Context: an optimization exercise on an open-source flow, tuned for a short achievable clock period and few clock cycles per item. The choices shown serve that exercise and are no tape-out recipe.
Function was checked by simulation only, so behaviour that the tests miss may differ from the original.
Power and IR drop assume default switching activity.

<file path="flow/config.mk">
export PLATFORM = sky130hd
export DESIGN_NAME = game_top
export DESIGN_NICKNAME = game_top
export VERILOG_FILES = /design/flow/design.v
export SDC_FILE = /design/flow/constraint.sdc
export NUM_CORES = 4
export LEC_CHECK = 0
export CAP_MARGIN = 20
export CORE_MARGIN = 2
export CORE_UTILIZATION = 30
export PLACE_DENSITY = 0.45
export SLEW_MARGIN = 20
</file>
<file path="flow/constraint.sdc">
create_clock -name core_clock -period 10.0 [get_ports {clock}]
set_input_delay 2.0000 -clock core_clock [delete_from_list [all_inputs] [get_ports {clock}]]
set_output_delay 2.0000 -clock core_clock [all_outputs]
set_load 0.01 [all_outputs]
</file>
<file path="flow/design.v">
`timescale 1ns/1ps
package game_pkg;
    typedef logic [3:0]  coord_t;
    typedef logic [8:0]  troop_t;
    typedef logic [6:0]  cell_addr_t;    
    typedef logic [13:0] cell_word_t;    
    typedef logic [11:0] apb_addr_t;
    typedef logic [31:0] apb_data_t;
    typedef enum logic [2:0] {NPC, RED, BLUE} player_t;
    typedef enum logic [1:0] {TERRITORY, MOUNTAIN, CROWN, CITY} piece_t;
    typedef enum logic [1:0] {
        CHOOSE     = 2'b00,
        MOVE_TOTAL = 2'b10,
        MOVE_HALF  = 2'b11
    } cursor_mode_t;
    localparam int         cell_count       = 100;
    localparam coord_t     crown_red_h      = 4'd2;
    localparam coord_t     crown_red_v      = 4'd3;
    localparam coord_t     crown_blue_h     = 4'd8;
    localparam coord_t     crown_blue_v     = 4'd7;
    localparam troop_t     crown_red_troop  = 9'h057;
    localparam troop_t     crown_blue_troop = 9'h059;
    localparam troop_t     city_troop       = 9'h043;
    localparam apb_addr_t  status_addr      = 12'h100;
    function automatic logic [1:0] cell_piece(input int idx);
        if (idx == 32 || idx == 78)      cell_piece = 2'd2;    
        else if (idx >= 50 && idx <= 53) cell_piece = 2'd1;    
        else if (idx == 26 || idx == 84) cell_piece = 2'd3;    
        else                             cell_piece = 2'd0;
    endfunction
    function automatic logic [1:0] open_owner(input int idx);
        if (idx == 32)      open_owner = 2'b01;
        else if (idx == 78) open_owner = 2'b10;
        else                open_owner = 2'b00;
    endfunction
    function automatic logic [8:0] open_troop(input int idx);
        if (idx == 32)                   open_troop = crown_red_troop;
        else if (idx == 78)              open_troop = crown_blue_troop;
        else if (idx == 26 || idx == 84) open_troop = city_troop;
        else                             open_troop = 9'd0;
    endfunction
endpackage
`timescale 1ns/1ps
module game_engine (
    input  logic                    clock,
    input  logic                    reset,
    input  logic                    keyboard_ready,
    input  logic [2:0]              keyboard_data,
    output logic                    key_read_fin,
    output logic [100*2-1:0]        board_owner,    
    output logic [100*9-1:0]        board_troop,
    output game_pkg::coord_t        cursor_h,
    output game_pkg::coord_t        cursor_v,
    output game_pkg::cursor_mode_t  cursor_mode,
    output game_pkg::player_t       current_player,
    output logic                    busy            
);
    logic       kv;             
    logic [2:0] key;
    logic       blue;           
    logic [9:0] hot_h;          
    logic [9:0] hot_v;
    logic       k_space, k_z;
    logic [3:0] k_d;            
    logic [3:0] on_board;
    logic       move_mode;
    logic [1:0] player;
    logic [99:0] cur;           
    logic [99:0] can_choose;    
    logic [99:0] free;          
    logic [99:0] we_dst;
    logic [99:0] we_src;
    logic [100*9-1:0] board_moved;
    logic [100*4-1:0] nbr_free;     
    logic       step;           
    logic       success;        
    logic       choose_ok;      
    assign key_read_fin = keyboard_ready;
    assign busy         = kv;
    assign current_player = blue ? game_pkg::BLUE : game_pkg::RED;
    assign player         = {blue, !blue};
    assign move_mode      = cursor_mode[1];
    assign k_space = kv && (key == 3'd4);
    assign k_z     = kv && (key == 3'd5);
    assign k_d[0]  = kv && (key == 3'd0);
    assign k_d[1]  = kv && (key == 3'd1);
    assign k_d[2]  = kv && (key == 3'd2);
    assign k_d[3]  = kv && (key == 3'd3);
    assign on_board = {!hot_h[9], !hot_v[9], !hot_h[0], !hot_v[0]};
    assign step = !move_mode && |(k_d & on_board);
    for (genvar i = 0; i < 100; i++) begin : g_cell
        localparam int H = i % 10;
        localparam int V = i / 10;
        logic       t_w, t_a, t_s, t_d;    
        logic       f_w, f_a, f_s, f_d;    
        logic [8:0] n_w, n_a, n_s, n_d;    
        assign cur[i]  = hot_h[H] && hot_v[V];
        if (V < 9) begin : g_w
            assign t_w = k_d[0] && hot_h[H] && hot_v[V + 1];
            assign n_s = board_moved[9*(i + 10) +: 9];
            assign f_s = free[i + 10];
        end else begin : g_nw
            assign t_w = 1'b0;
            assign n_s = '0;
            assign f_s = 1'b0;
        end
        if (H < 9) begin : g_a
            assign t_a = k_d[1] && hot_h[H + 1] && hot_v[V];
            assign n_d = board_moved[9*(i + 1) +: 9];
            assign f_d = free[i + 1];
        end else begin : g_na
            assign t_a = 1'b0;
            assign n_d = '0;
            assign f_d = 1'b0;
        end
        if (V > 0) begin : g_s
            assign t_s = k_d[2] && hot_h[H] && hot_v[V - 1];
            assign n_w = board_moved[9*(i - 10) +: 9];
            assign f_w = free[i - 10];
        end else begin : g_ns
            assign t_s = 1'b0;
            assign n_w = '0;
            assign f_w = 1'b0;
        end
        if (H > 0) begin : g_d
            assign t_d = k_d[3] && hot_h[H - 1] && hot_v[V];
            assign n_a = board_moved[9*(i - 1) +: 9];
            assign f_a = free[i - 1];
        end else begin : g_nd
            assign t_d = 1'b0;
            assign n_a = '0;
            assign f_a = 1'b0;
        end
        if (game_pkg::cell_piece(i) == 2'd0 || game_pkg::cell_piece(i) == 2'd3) begin : g_cap
            assign free[i] = (board_owner[2*i +: 2] == 2'b00);
        end else begin : g_nocap
            assign free[i] = 1'b0;
        end
        assign we_dst[i] = move_mode && (t_w || t_a || t_s || t_d) && free[i];
        assign nbr_free[4*i +: 4] = {f_d, f_s, f_a, f_w};
        assign we_src[i] = move_mode && cur[i] &&
                           ((k_d[0] && f_w) || (k_d[1] && f_a) || (k_d[2] && f_s) || (k_d[3] && f_d));
        assign can_choose[i] = (board_owner[2*i +: 2] == player) && (board_troop[9*i+1 +: 8] != '0);
        board_ram #(.IDX(i)) i_cell (
            .clock      (clock),
            .reset      (reset),
            .we_dst     (we_dst[i]),
            .we_src     (we_src[i]),
            .player     (player),
            .half       (cursor_mode[0]),
            .from_moved ((n_s & {9{k_d[0]}}) | (n_d & {9{k_d[1]}}) |
                         (n_w & {9{k_d[2]}}) | (n_a & {9{k_d[3]}})),
            .moved      (board_moved[9*i +: 9]),
            .owner      (board_owner[2*i +: 2]),
            .troop      (board_troop[9*i +: 9])
        );
    end
    logic [3:0] free_nb;
    always_comb begin
        free_nb = '0;
        for (int i = 0; i < 100; i++) begin
            free_nb = free_nb | (nbr_free[4*i +: 4] & {4{cur[i]}});
        end
    end
    assign success   = move_mode && |(k_d & free_nb);
    assign choose_ok = |(cur & can_choose);
    always_ff @(posedge clock) begin
        key <= keyboard_data;
        if (reset) begin
            kv          <= 1'b0;
            blue        <= 1'b0;
            cursor_mode <= game_pkg::CHOOSE;
            cursor_h    <= 4'd0;
            cursor_v    <= 4'd0;
            hot_h       <= 10'd1;
            hot_v       <= 10'd1;
        end else begin
            kv <= keyboard_ready;
            if (step) begin
                if (k_d[0]) begin
                    cursor_v <= cursor_v - 4'd1;
                    hot_v    <= hot_v >> 1;
                end
                if (k_d[1]) begin
                    cursor_h <= cursor_h - 4'd1;
                    hot_h    <= hot_h >> 1;
                end
                if (k_d[2]) begin
                    cursor_v <= cursor_v + 4'd1;
                    hot_v    <= hot_v << 1;
                end
                if (k_d[3]) begin
                    cursor_h <= cursor_h + 4'd1;
                    hot_h    <= hot_h << 1;
                end
            end
            if (!move_mode && k_space && choose_ok) begin
                cursor_mode <= game_pkg::MOVE_TOTAL;
            end
            if (move_mode && k_space) begin
                cursor_mode <= game_pkg::CHOOSE;
            end
            if (move_mode && k_z) begin
                cursor_mode <= cursor_mode[0] ? game_pkg::MOVE_TOTAL : game_pkg::MOVE_HALF;
            end
            if (success) begin
                blue        <= !blue;
                cursor_mode <= game_pkg::CHOOSE;
                if (blue) begin
                    cursor_h <= game_pkg::crown_red_h;
                    cursor_v <= game_pkg::crown_red_v;
                    hot_h    <= 10'd1 << game_pkg::crown_red_h;
                    hot_v    <= 10'd1 << game_pkg::crown_red_v;
                end else begin
                    cursor_h <= game_pkg::crown_blue_h;
                    cursor_v <= game_pkg::crown_blue_v;
                    hot_h    <= 10'd1 << game_pkg::crown_blue_h;
                    hot_v    <= 10'd1 << game_pkg::crown_blue_v;
                end
            end
        end
    end
endmodule
`timescale 1ns/1ps
module apb_board_reader (
    input  logic                    clock,
    input  logic                    reset,
    input  logic                    psel,
    input  logic                    penable,
    input  logic                    pwrite,
    input  game_pkg::apb_addr_t     paddr,
    input  game_pkg::apb_data_t     pwdata,
    output game_pkg::apb_data_t     prdata,
    output logic                    pready,
    output logic                    pslverr,
    input  logic                    keyboard_ready,
    input  logic [100*2-1:0]        board_owner,
    input  logic [100*9-1:0]        board_troop,
    input  game_pkg::coord_t        cursor_h,
    input  game_pkg::coord_t        cursor_v,
    input  game_pkg::cursor_mode_t  cursor_mode,
    input  game_pkg::player_t       current_player,
    input  logic                    busy
);
    logic        setup;
    logic        cell_addr;
    logic        status_addr;
    assign setup       = psel && !penable;
    assign cell_addr   = (paddr < 12'd100);
    assign status_addr = (paddr == game_pkg::status_addr);
    logic [15:0] sel_lo;
    logic [7:0]  sel_hi;
    always_comb begin
        for (int j = 0; j < 16; j++) sel_lo[j] = (paddr[3:0] == 4'(j));
        for (int j = 0; j < 8; j++)  sel_hi[j] = (paddr[6:4] == 3'(j));
    end
    logic [12:0] half_lo;
    logic [12:0] half_hi;
    always_comb begin
        half_lo = '0;
        half_hi = '0;
        for (int i = 0; i < 50; i++) begin
            half_lo = half_lo | ({board_owner[2*i +: 2], game_pkg::cell_piece(i), board_troop[9*i +: 9]} &
                                 {13{sel_lo[i % 16] && sel_hi[i / 16]}});
        end
        for (int i = 50; i < 100; i++) begin
            half_hi = half_hi | ({board_owner[2*i +: 2], game_pkg::cell_piece(i), board_troop[9*i +: 9]} &
                                 {13{sel_lo[i % 16] && sel_hi[i / 16]}});
        end
    end
    logic [16:0] status_word;
    always_comb begin
        status_word        = '0;
        status_word[3:0]   = cursor_h;
        status_word[7:4]   = cursor_v;
        status_word[9:8]   = cursor_mode;
        status_word[12:10] = current_player;
        status_word[16]    = !busy && !keyboard_ready;
    end
    always_ff @(posedge clock or posedge reset) begin
        if (reset) begin
            pready  <= 1'b0;
            pslverr <= 1'b0;
        end else begin
            pready  <= setup;
            pslverr <= setup && (pwrite || !(cell_addr || status_addr));
        end
    end
    logic [16:0] rd_a;
    logic [12:0] rd_b;
    always_ff @(posedge clock) begin
        rd_a <= cell_addr ? {4'd0, half_lo} : status_word;
        rd_b <= cell_addr ? half_hi : 13'd0;
    end
    assign prdata = {15'd0, rd_a | {4'd0, rd_b}};
endmodule
`timescale 1ns/1ps
`timescale 1ns/1ps
module board_ram #(
    parameter int IDX = 0
) (
    input  logic       clock,
    input  logic       reset,
    input  logic       we_dst,     
    input  logic       we_src,     
    input  logic [1:0] player,     
    input  logic       half,       
    input  logic [8:0] from_moved,  
    output logic [8:0] moved,       
    output logic [1:0] owner,       
    output logic [8:0] troop
);
    logic [8:0] left;
    assign moved = half ? {1'b0, troop[8:1]} : (troop - 9'd1);
    assign left  = half ? ({1'b0, troop[8:1]} + {8'd0, troop[0]}) : 9'd1;    
    always_ff @(posedge clock) begin
        if (reset) begin
            owner <= game_pkg::open_owner(IDX);
            troop <= game_pkg::open_troop(IDX);
        end else if (we_dst) begin
            owner <= player;
            troop <= from_moved;
        end else if (we_src) begin
            owner <= player;
            troop <= left;
        end
    end
endmodule
`timescale 1ns/1ps
module game_top (
    input  logic                 clock,
    input  logic                 reset,
    input  logic                 keyboard_ready,
    input  logic [2:0]           keyboard_data,
    output logic                 key_read_fin,
    input  logic                 psel,
    input  logic                 penable,
    input  logic                 pwrite,
    input  game_pkg::apb_addr_t  paddr,
    input  game_pkg::apb_data_t  pwdata,
    output game_pkg::apb_data_t  prdata,
    output logic                 pready,
    output logic                 pslverr
);
    game_pkg::coord_t       cursor_h;
    game_pkg::coord_t       cursor_v;
    game_pkg::cursor_mode_t cursor_mode;
    game_pkg::player_t      current_player;
    logic                   busy;
    logic [100*2-1:0]       board_owner;
    logic [100*9-1:0]       board_troop;
    game_engine i_game_engine (
        .clock          (clock),
        .reset          (reset),
        .keyboard_ready (keyboard_ready),
        .keyboard_data  (keyboard_data),
        .key_read_fin   (key_read_fin),
        .board_owner    (board_owner),
        .board_troop    (board_troop),
        .cursor_h       (cursor_h),
        .cursor_v       (cursor_v),
        .cursor_mode    (cursor_mode),
        .current_player (current_player),
        .busy           (busy)
    );
    apb_board_reader i_apb_board_reader (
        .clock          (clock),
        .reset          (reset),
        .psel           (psel),
        .penable        (penable),
        .pwrite         (pwrite),
        .paddr          (paddr),
        .pwdata         (pwdata),
        .prdata         (prdata),
        .pready         (pready),
        .pslverr        (pslverr),
        .keyboard_ready (keyboard_ready),
        .board_owner    (board_owner),
        .board_troop    (board_troop),
        .cursor_h       (cursor_h),
        .cursor_v       (cursor_v),
        .cursor_mode    (cursor_mode),
        .current_player (current_player),
        .busy           (busy)
    );
endmodule
</file>
<file path="flow/flow/run.sh">
#!/bin/bash
# The standard layout (standard.sh, unchanged synthesis, floorplan, power grid,
# placement, CTS and routing) with three ORFS settings changed:
#  - port buffers are buf_4 cells (buffer_ports otherwise may pick a delay cell),
#  - gate sizing may change a cell's footprint,
set -euo pipefail
bash standard.sh \
  'BUFFER_PORTS_ARGS=-buffer_cell sky130_fd_sc_hd__buf_4' \
  MATCH_CELL_FOOTPRINT=0 \
  SETUP_SLACK_MARGIN=6.3 \
  finish > standard_flow.log 2>&1
</file>
<file path="flow/standard.sh">
#!/bin/bash
# synth_recipe.tcl (not shown) runs the flow's synth.tcl, then flattens the netlist and writes it again
# the make line also repeats each setting of config.mk as NAME=value (left out here)
make -C /OpenROAD-flow-scripts/flow DESIGN_CONFIG=/design/flow/config.mk WORK_HOME=/design/flow/orfs CLKGATE_MAP_FILE= SYNTH_SCRIPT=/design/flow/synth_recipe.tcl "${@:-finish}"
</file>
==> key figures <==
Timing
  – Final setup vio count: 0
  – RSZ-0062 raised after global routing: yes
  – TNS Setup: 0 ns
  – Actual slew at the worst max-slew pin: around 1.5 ns
  – Worst Clk Skew: around 0.075 ns
  – Crit share post-route: 42.0%
  – Period minus WS final: 4.20 ns
  – Pins over their slew limit: 0
  – Max Clk Rate: ~240 MHz
  – WHS: 0.479 ns
  – Final hold vios: 0
  – Relative slew slack: 3.00%

Synth
  – Mapped Area: 121000 sq um
  – Sequential area share after synthesis: 19.3%
  – Compound-Gate Fraction of Synth Area: 32.9%
  – Avg Cell Area, Syn: ~6.8 sq um
  – FF+latch count, synth: roughly 1200
  – Synth Area in Adders: 3.17%
  – Async SR Flop Fraction: 0.172%
  – Ys flop type: dfxtp_1
  – Post-synth EDFFs: 0
  – Synth Area in XOR/XNOR: about 7.5%
  – Distinct cells, synth: 105
  – Simple-gate share of the synthesized area: 26.2%
  – Post-synthesis mux area share: around 3.4%
  – YS warnings: 102
  – Cells after Synth: 17900
  – Combinational family with the most area after synthesis: compound AO/OA/AOI/OAI gates

Floorplanning
  – Num rows: about 230
  – DIE HEIGHT: roughly 640 um
  – Die width: ~640 um
  – Initial Util: 30.1%
  – Core area: 402000 sq um
  – Die area: ~400000 sq um
  – IO Pins: 88

Critical path
  – CP Buf/Inv Count: 2
  – CP max-delay cell: buf_6
  – Worst Path Arrival: 2.20 ns
  – CP endpoint: key_read_fin
  – R2R Path Start: i_game_engine.hot_h[9]
  – CP max FO: 2
  – Max stage delay on crit path: 0.11 ns
  – Crit-path cells: buf_6 -> buf_6
  – WP data required: 8.00 ns
  – Most frequent CP cell: buf_6
  – CP Launch Point: keyboard_ready
  – R2R cell count: 10
  – CP top delay family: buffers and inverters
  – Crit. End Element: output port
  – Crit path kind: input port to output port
  – Stages on the worst setup path: 2
  – FF-to-FF End: i_game_engine.hot_v[3]
  – Reg-to-reg slack, setup: 6.08 ns
  – Setup crit start kind: input port

Placement
  – Number of cells after detailed placement: 21900
  – Gpl congestion: 1.10
  – PortBufs: 37
  – HPWL Detailed: 823000 um

CTS
  – Cts bufs inserted: 182
  – Clock tree buffer depth: 4
  – Clock tree from TritonCTS: built
  – CTS clock-pin slew for the worst setup and hold paths: 0.06 ns
  – H-tree levels: 4
  – CTS Hold Bufs: 0
  – Sink Count: 1164
  – Root buffer cell: clkbuf_16
  – Worst-skew pair later-pin latency: 1.01 ns

GRT
  – Total GRT Usage: about half
  – Initial antenna violation count: 185
  – First-pass GRT wire length: 1410000 um
  – Pin count of the biggest net entering global routing: 157
  – Global route overflow: 0
  – Vias in the first global route: approximately 140k

Routing
  – Iteration-0 DRC Markers: 28200
  – Drt drc: 0
  – Post-route antenna net violation count: 0
  – Routed len/inst: 48.4 um
  – Total wire length: 1090000 um
  – DR vias: roughly 160k
  – DR pass1 iterations: 9
  – Vias per cell: approximately 7.2

Power and ir drop
  – Maximum vdd ir drop: about 0.00013 V
  – Sw Ratio: between 30 and 40%
  – P_leak: roughly 0.050 uW
  – Clk network pwr share: approximately 56%
  – Internal power: around 9000 uW
  – Psw: 3860 uW
  – Total power: 12800 uW
  – Power Dens Cells: just over 90 nW/um^2
  – Seq pwr share: 36.3%
  – Logic gate share of total power: 7.9%

Hold path
  – HP Start: i_game_engine.cursor_h[0]
  – Worst hold path class: register to register

Layout
  – Synthesis-to-finish area growth: 13.3%
  – Layout cells sized above 1: 11.8%
  – Layout Utilization: 34.1%
  – # nets final: 17200
  – Non-filler cells, final: 22500

Status
  – Status: finished clean

Run
  – Max cap viols: 0
-- placed cells by master, fill, tap and decap left out, drive strengths merged, types with 292 or more instances in the layout --
cell / n
a211oi: 360
a21oi: 1451
a221oi: 327
a22oi: 638
buf: 832
clkbuf: 299
dfxtp: 1162
ha: 304
inv: 327
mux2i: 292
nand2: 1839
nand3: 660
nor2: 1800
nor3: 644
o21ai: 1211
o22ai: 502
xnor2: 645
xor2: 393
-- power by group through the flow --
stage,Combinational [uW],Sequential [uW],Clock (uW)
after detailed placement,874,4750,0
after CTS,916,4650,7110
after floorplan,491,4740,0
final,1010,4640,7140
after global placement,874,4750,0
after global routing,994,4640,7240
-- synthesized netlist by cell type, types with 67 or more instances --
library cell  count  area, sq um
nor4_1          222         1390
buf_1           273         1020
o31ai_1         112          841
o21ai_0        1210         6060
a22o_1          199         1740
xnor2_1         645         5650
ha_1            304         3800
or3b_2           78          683
mux2i_1         292         2920
nand3_1         660         3300
nand2b_1        210         1310
mux2_2           67          754
inv_1           319         1200
or4_1           131          983
nor3b_1          98          736
buf_2           143          716
or3_1            84          526
a211oi_1        360         2700
and2_1           83          519
a311oi_1        102          893
o221ai_1        104          911
xor2_1          393         3440
o211ai_1        144         1080
and3_1          143          895
nand4_1         218         1360
a31oi_1         118          738
or2_2           127          795
a21oi_1        1451         7260
nor3_1          639         3200
a222oi_1         94          941
a22oi_1         638         4790
clkbuf_1       1591         5970
o22ai_1         502         3140
dfxtp_1        1162        23300
a221oi_1        327         2860
nand2_1        1838         6900
a32oi_1         111          972
nor2_1         1798         6750
-- per-layer routing --
metal  wire, um  share of wire [%]  GRT usage (%)  up-vias
met5        487              0.045          0.142        -
li1           -                  -              -    64600
met1     390000                 36           58.6    79500
met3     131000                 12           17.4     4490
met2     432000                 40           71.4    13800
met4     135000                 12           51.2       66
-- timing repair --
action,CTS,global route
setup endpoints to repair,1138,392
pin swaps,48,44
endpoints found under the hold margin,0,0
resized for setup,502,239
gates cloned,13,5
setup buffers,62,56
-- registers in the layout (all words and copies together) (netlist names) --
signal,cells
i_game_engine.g_cell.i_cell.troop,900
i_apb_board_reader.rd_a,14
i_apb_board_reader.pslverr,1
i_game_engine.kv,1
i_game_engine.key,3
i_apb_board_reader.pready,1
i_game_engine.cursor_h,4
i_apb_board_reader.rd_b,13
i_game_engine.hot_h,10
i_game_engine.hot_v,10
i_game_engine.g_cell.i_cell.owner,200
i_game_engine.cursor_mode,2
i_game_engine.blue,1
i_game_engine.cursor_v,4
-- cell families after synthesis --
group,after synthesis
xor+xnor,1038
simple gates,6613
fa+ha+maj,306
flops,1164
other cells,1
mux,377
compound gates,6012
buf+inv,2363
-- through the flow --
step / cell area (sq um) / setup WS [ns]
after floorplan: 122000 / 5.90
after global placement: 126000 / 3.94
after detailed placement: 126000 / 4.16
after CTS: 135000 / 5.80
after global routing: 137000 / 5.80
final: 137000 / 5.80
-- worst min-delay path by stage --
stage,to,slack (ns),cells after the start
finish,i_game_engine.cursor_h[0],0.48,2
global route,i_game_engine.cursor_h[0],0.50,2
CTS,i_game_engine.cursor_h[0],0.48,2
detailed placement,i_game_engine.cursor_h[0],0.47,2
global placement,i_game_engine.cursor_h[0],0.46,2
floorplan,i_game_engine.cursor_h[0],0.44,2
-- cell type report --
class	count	area [sq um]
Clock buffer	279	5450
Antenna cell	173	433
Timing Repair Buffer	852	7930
Inverter	322	1250
Fill cell	44200	265000
Multi-Input combinational cell	14400	91400
Tap cell	5287	6620
Clock inverter	47	671
Sequential cell	1164	23500
Testbench counts, summed over its fixed seeds: cycles 72,964, keys 24,000.

[static timing again, ports no longer ideal]
How much do the figures lean on ideal ports? The routed layout below was timed once more, with nothing changed but the port constraints.
Step 1 (the two cells are an assumption about what drives the block):
set clk [get_ports {clock}]
set_driving_cell -lib_cell sky130_fd_sc_hd__clkbuf_16 $clk
set_driving_cell -lib_cell sky130_fd_sc_hd__buf_2 [delete_from_list [all_inputs] $clk]
Step 2 moves the port delays by t, midway between the first and last clock arrival at a register: inputs arrive t later, outputs are due t later. That takes back most of the time a late clock gives input paths.
Three values: ideal ports, drivers, drivers and shift; two values: the first two.
shift t [ns]: 1.097
setup slack, ns: 5.799 / 5.767 / 5.115
hold WS [ns]: 0.479 / 0.479 / 0.479
After both steps this run still meets setup and hold. For this run, drivers alone change the setup slack by -0.032 ns; drivers and shift together by -0.684 ns.
